This is an optimization exercise on Yosys and OpenROAD, whose aim is small area, not a production implementation.
At most, simulation tests tie the RTL to the original design; equivalence was not proved.

== build 68 ==
Design robotIoController, start of the top module:
module robotIoController
#(
	parameter int unsigned ticksPerMicrosecond = 50
)
(
	input  logic OSC_FPGA,
	input  logic reset_i,
	input  logic PSEL_i,
	input  logic PENABLE_i,
	input  logic PWRITE_i,
	input  logic [hostBusPkg::busAddrWidth-1:0] PADDR_i,
	input  logic [hostBusPkg::busDataWidth-1:0] PWDATA_i,
	output logic [hostBusPkg::busDataWidth-1:0] PRDATA_o,
	input  logic rcLeftMotor_i,
	input  logic rcRightMotor_i,
	input  logic rcCamPan_i,
	input  logic rcCamTilt_i,
	input  logic encoderLeftA_i,
	input  logic encoderLeftB_i,
	input  logic encoderRightA_i,
	input  logic encoderRightB_i,
	output logic motorLeftPpm_o,
	output logic motorRightPpm_o,
	output logic camPanPpm_o,
	output logic camTiltPpm_o,
	output logic alarm_o
);
export LEC_CHECK = 0
export CAP_MARGIN = 20
export CORE_MARGIN = 2
export CORE_UTILIZATION = 40
export SLEW_MARGIN = 20
create_clock -name core_clock -period 10.0 [get_ports {OSC_FPGA}]
standard.sh (not shown) runs the stock make flow with config.mk's settings and CLKGATE_MAP_FILE= SYNTH_SCRIPT=/design/flow/synth_recipe.tcl, a recipe that flattens the netlist after the stock synthesis.
==> flow/flow/run.sh <==
#!/bin/bash
# Standard ORFS layout with three changes:
#  - ABC maps for area (strash; dch -f; amap) instead of the stock scripts,
#    and full/half adders are not pre-extracted (ADDER_MAP_FILE empty);
#    flip-flop mapping and everything else in synthesis is unchanged.
#  - port buffers use sky130_fd_sc_hd__buf_1
#  - CTS options from flow/cts_args.txt when present
set -eo pipefail
HERE=$(pwd)
mkdir -p logs
rm -rf scripts
cp -r "$FLOW_HOME/scripts" scripts
cp flow/abc_area.script scripts/abc_area.script
EXTRA=()
if [[ -f flow/cts_args.txt ]]; then
  EXTRA+=("CTS_ARGS=$(cat flow/cts_args.txt)")
fi
bash standard.sh SCRIPTS_DIR="$HERE/scripts" ABC_AREA=1 ADDER_MAP_FILE= \
  BUFFER_PORTS_ARGS="-buffer_cell sky130_fd_sc_hd__buf_1" "${EXTRA[@]}" finish > logs/standard.log 2>&1
==> flow/flow/abc_area.script <==
strash
dch -f
amap
==> flow/flow/cts_args.txt <==
-sink_clustering_enable -repair_clock_nets -dont_use_dummy_load -buf_list sky130_fd_sc_hd__clkbuf_8 -sink_clustering_size 30 -sink_clustering_max_diameter 100
Modified inputs, build 29 compared to build 68
==> flow/flow/cts_args.txt <==
-sink_clustering_enable -repair_clock_nets -dont_use_dummy_load -buf_list sky130_fd_sc_hd__clkbuf_8
## What came out
- Reported for build 68 and build 29, slew of the pin with the lowest slew margin turned out identical to the last digit.
- From build 68 to build 29, antenna cell count did not move at all.
- Reported for build 68 and build 29, final critical-path share of the clock period turned out identical to the last digit.
- Build 68 and build 29 ended up with nearly the same via count.
- As far as total number of tap cells goes, build 29 and build 68 are indistinguishable; the numbers are identical.
Function was not checked in any run of this note: the RTL went through the layout flow alone.


robotIoController, a different RTL version from the one above (not shown whole).
Size: roughly 940 cells after synthesis, about 190 flip-flops, about 0.0081 mm² of cells after synthesis.
==> flow/design.v (excerpt) <==
module robotIoController
#(
	parameter int unsigned ticksPerMicrosecond = 50
)
(
	input  logic OSC_FPGA,
	input  logic reset_i,
	input  logic PSEL_i,
	input  logic PENABLE_i,
	input  logic PWRITE_i,
	input  logic [hostBusPkg::busAddrWidth-1:0] PADDR_i,
	input  logic [hostBusPkg::busDataWidth-1:0] PWDATA_i,
	output logic [hostBusPkg::busDataWidth-1:0] PRDATA_o,
	input  logic rcLeftMotor_i,
	input  logic rcRightMotor_i,
	input  logic rcCamPan_i,
	input  logic rcCamTilt_i,
	input  logic encoderLeftA_i,
	input  logic encoderLeftB_i,
	input  logic encoderRightA_i,
	input  logic encoderRightB_i,
	output logic motorLeftPpm_o,
	output logic motorRightPpm_o,
	output logic camPanPpm_o,
	output logic camTiltPpm_o,
	output logic alarm_o
);
	logic motorOverride;
	logic cameraOverride;
	logic [percentWidth-1:0] leftMotorPercent;
	logic [percentWidth-1:0] rightMotorPercent;
	logic [percentWidth-1:0] camPanPercent;
	logic [percentWidth-1:0] camTiltPercent;
	logic [encoderCountWidth-1:0] encoderLeftCount;
	logic [encoderCountWidth-1:0] encoderRightCount;
	logic [7:0] unitLow;
	logic pulseEarly;
	logic pulseWindow;
	logic widthLoad;
	commandRegisters commandRegs
	(
		.OSC_FPGA(OSC_FPGA),
		.reset_i(reset_i),
		.PSEL_i(PSEL_i),
		.PENABLE_i(PENABLE_i),
		.PWRITE_i(PWRITE_i),
		.PADDR_i(PADDR_i),
		.PWDATA_i(PWDATA_i),
		.encoderLeftCount_i(encoderLeftCount),
		.encoderRightCount_i(encoderRightCount),
		.PRDATA_o(PRDATA_o),
		.motorOverride_o(motorOverride),
		.cameraOverride_o(cameraOverride),
		.alarm_o(alarm_o),
		.leftMotorPercent_o(leftMotorPercent),
		.rightMotorPercent_o(rightMotorPercent),
		.camPanPercent_o(camPanPercent),
		.camTiltPercent_o(camTiltPercent)
	);
	rcFrameTimer frameTimer
	(
		.OSC_FPGA(OSC_FPGA),
		.reset_i(reset_i),
		.unitLow_o(unitLow),
		.pulseEarly_o(pulseEarly),
		.pulseWindow_o(pulseWindow),
		.widthLoad_o(widthLoad)
	);
	rcServoChannel leftMotorChannel
	(
		.OSC_FPGA(OSC_FPGA),
  ...
Settings: LEC_CHECK=0, CAP_MARGIN=20, CORE_MARGIN=2, CORE_UTILIZATION=55, SLEW_MARGIN=20; clock period 10.0 ns.
==> flow/flow/run.sh <==
#!/bin/bash
# Standard ORFS layout with three changes:
#  - ABC maps for area (strash; dch -f; amap -m) instead of the stock scripts,
#    and full/half adders are not pre-extracted (ADDER_MAP_FILE empty);
#    flip-flop mapping and everything else in synthesis is unchanged.
#  - port buffers use sky130_fd_sc_hd__buf_1
#  - CTS options from flow/cts_args.txt when present
set -eo pipefail
HERE=$(pwd)
mkdir -p logs
rm -rf scripts
cp -r "$FLOW_HOME/scripts" scripts
cp flow/abc_area.script scripts/abc_area.script
EXTRA=()
if [[ -f flow/cts_args.txt ]]; then
  EXTRA+=("CTS_ARGS=$(cat flow/cts_args.txt)")
fi
bash standard.sh SCRIPTS_DIR="$HERE/scripts" ABC_AREA=1 ADDER_MAP_FILE= \
  BUFFER_PORTS_ARGS="-buffer_cell sky130_fd_sc_hd__buf_1" "${EXTRA[@]}" finish > logs/standard.log 2>&1
==> flow/flow/abc_area.script <==
strash
dch -f
amap -m
==> flow/flow/cts_args.txt <==
-sink_clustering_enable -repair_clock_nets -dont_use_dummy_load -buf_list {sky130_fd_sc_hd__clkbuf_4 sky130_fd_sc_hd__clkbuf_8}
The first run ran to the end with no violations.
Rerun with:
==> flow/flow/cts_args.txt (replaced) <==
-sink_clustering_enable -repair_clock_nets -dont_use_dummy_load -buf_list sky130_fd_sc_hd__clkbuf_8
--- a/flow/config.mk
+++ b/flow/config.mk
@@ -6,6 +6,7 @@
 export NUM_CORES = 4
 export LEC_CHECK = 0
-export CAP_MARGIN = 20
+export CAP_MARGIN = 0
 export CORE_MARGIN = 2
 export CORE_UTILIZATION = 55
-export SLEW_MARGIN = 20
+export PLACE_DENSITY = 0.75
+export SLEW_MARGIN = 0
Effect: Core utilization is about the same. Routed wire length drops by a few percent. Synthesized area is unchanged. Final area stays flat.


Starting RTL as in the previous note.
clock: 10.0 ns
lec_check: 0
cap_margin: 0
core_margin: 2
core_utilization: 55
slew_margin: 0
==> flow/flow/cts_args.txt <==
-sink_clustering_enable -repair_clock_nets -dont_use_dummy_load -buf_list sky130_fd_sc_hd__clkbuf_8
Scripts as last shown in full above: flow/flow/run.sh, flow/flow/abc_area.script
Edit:
Settings changed: CORE_UTILIZATION 55 to 70, GPL_ROUTABILITY_DRIVEN from default to 0, GPL_TIMING_DRIVEN from default to 0.
Result: Final cell count falls by 2.3%; final area rises by 3.0%; via count goes up by 6.4%.

## what the ideal ports hide
No port has a modelled driver above. Below, the same layouts with a new extraction and two added sets of constraints. Step 1: set_driving_cell puts a clkbuf_16 on OSC_FPGA and a buf_2 on each other input, an assumption about the parent block. Step 2, shift: input delay + t, output delay - t, t = (earliest + latest rising clock arrival at the registers) / 2. This alone moves slack from input paths to output paths. Slacks: ideal / step 1 / step 2; pairs: ideal / step 1.
| run | t, ns | setup WS [ns] | worst data-port slew with drivers (ns) | cell pins on the clock port's net |
|---|---|---|---|---|
| build 68 | 0.491 | 1.034 / 1.034 / 1.034 | 0.04 | 1 |
| build 29 | 0.491 | 1.034 / 1.034 / 1.034 | 0.04 | 1 |
| the first run of note 2 | 0.492 | 1.077 / 1.077 / 1.077 | 0.03 | 1 |
| the second run of note 2 | 0.495 | 1.057 / 1.057 / 1.057 | 0.03 | 1 |
| the first run of note 3 | 0.491 | 1.046 / 1.046 / 1.046 | 0.04 | 1 |
| the second run of note 3 | 0.491 | 0.635 / 0.635 / 0.635 | 0.04 | 1 |
After both steps every run listed still meets setup and hold.
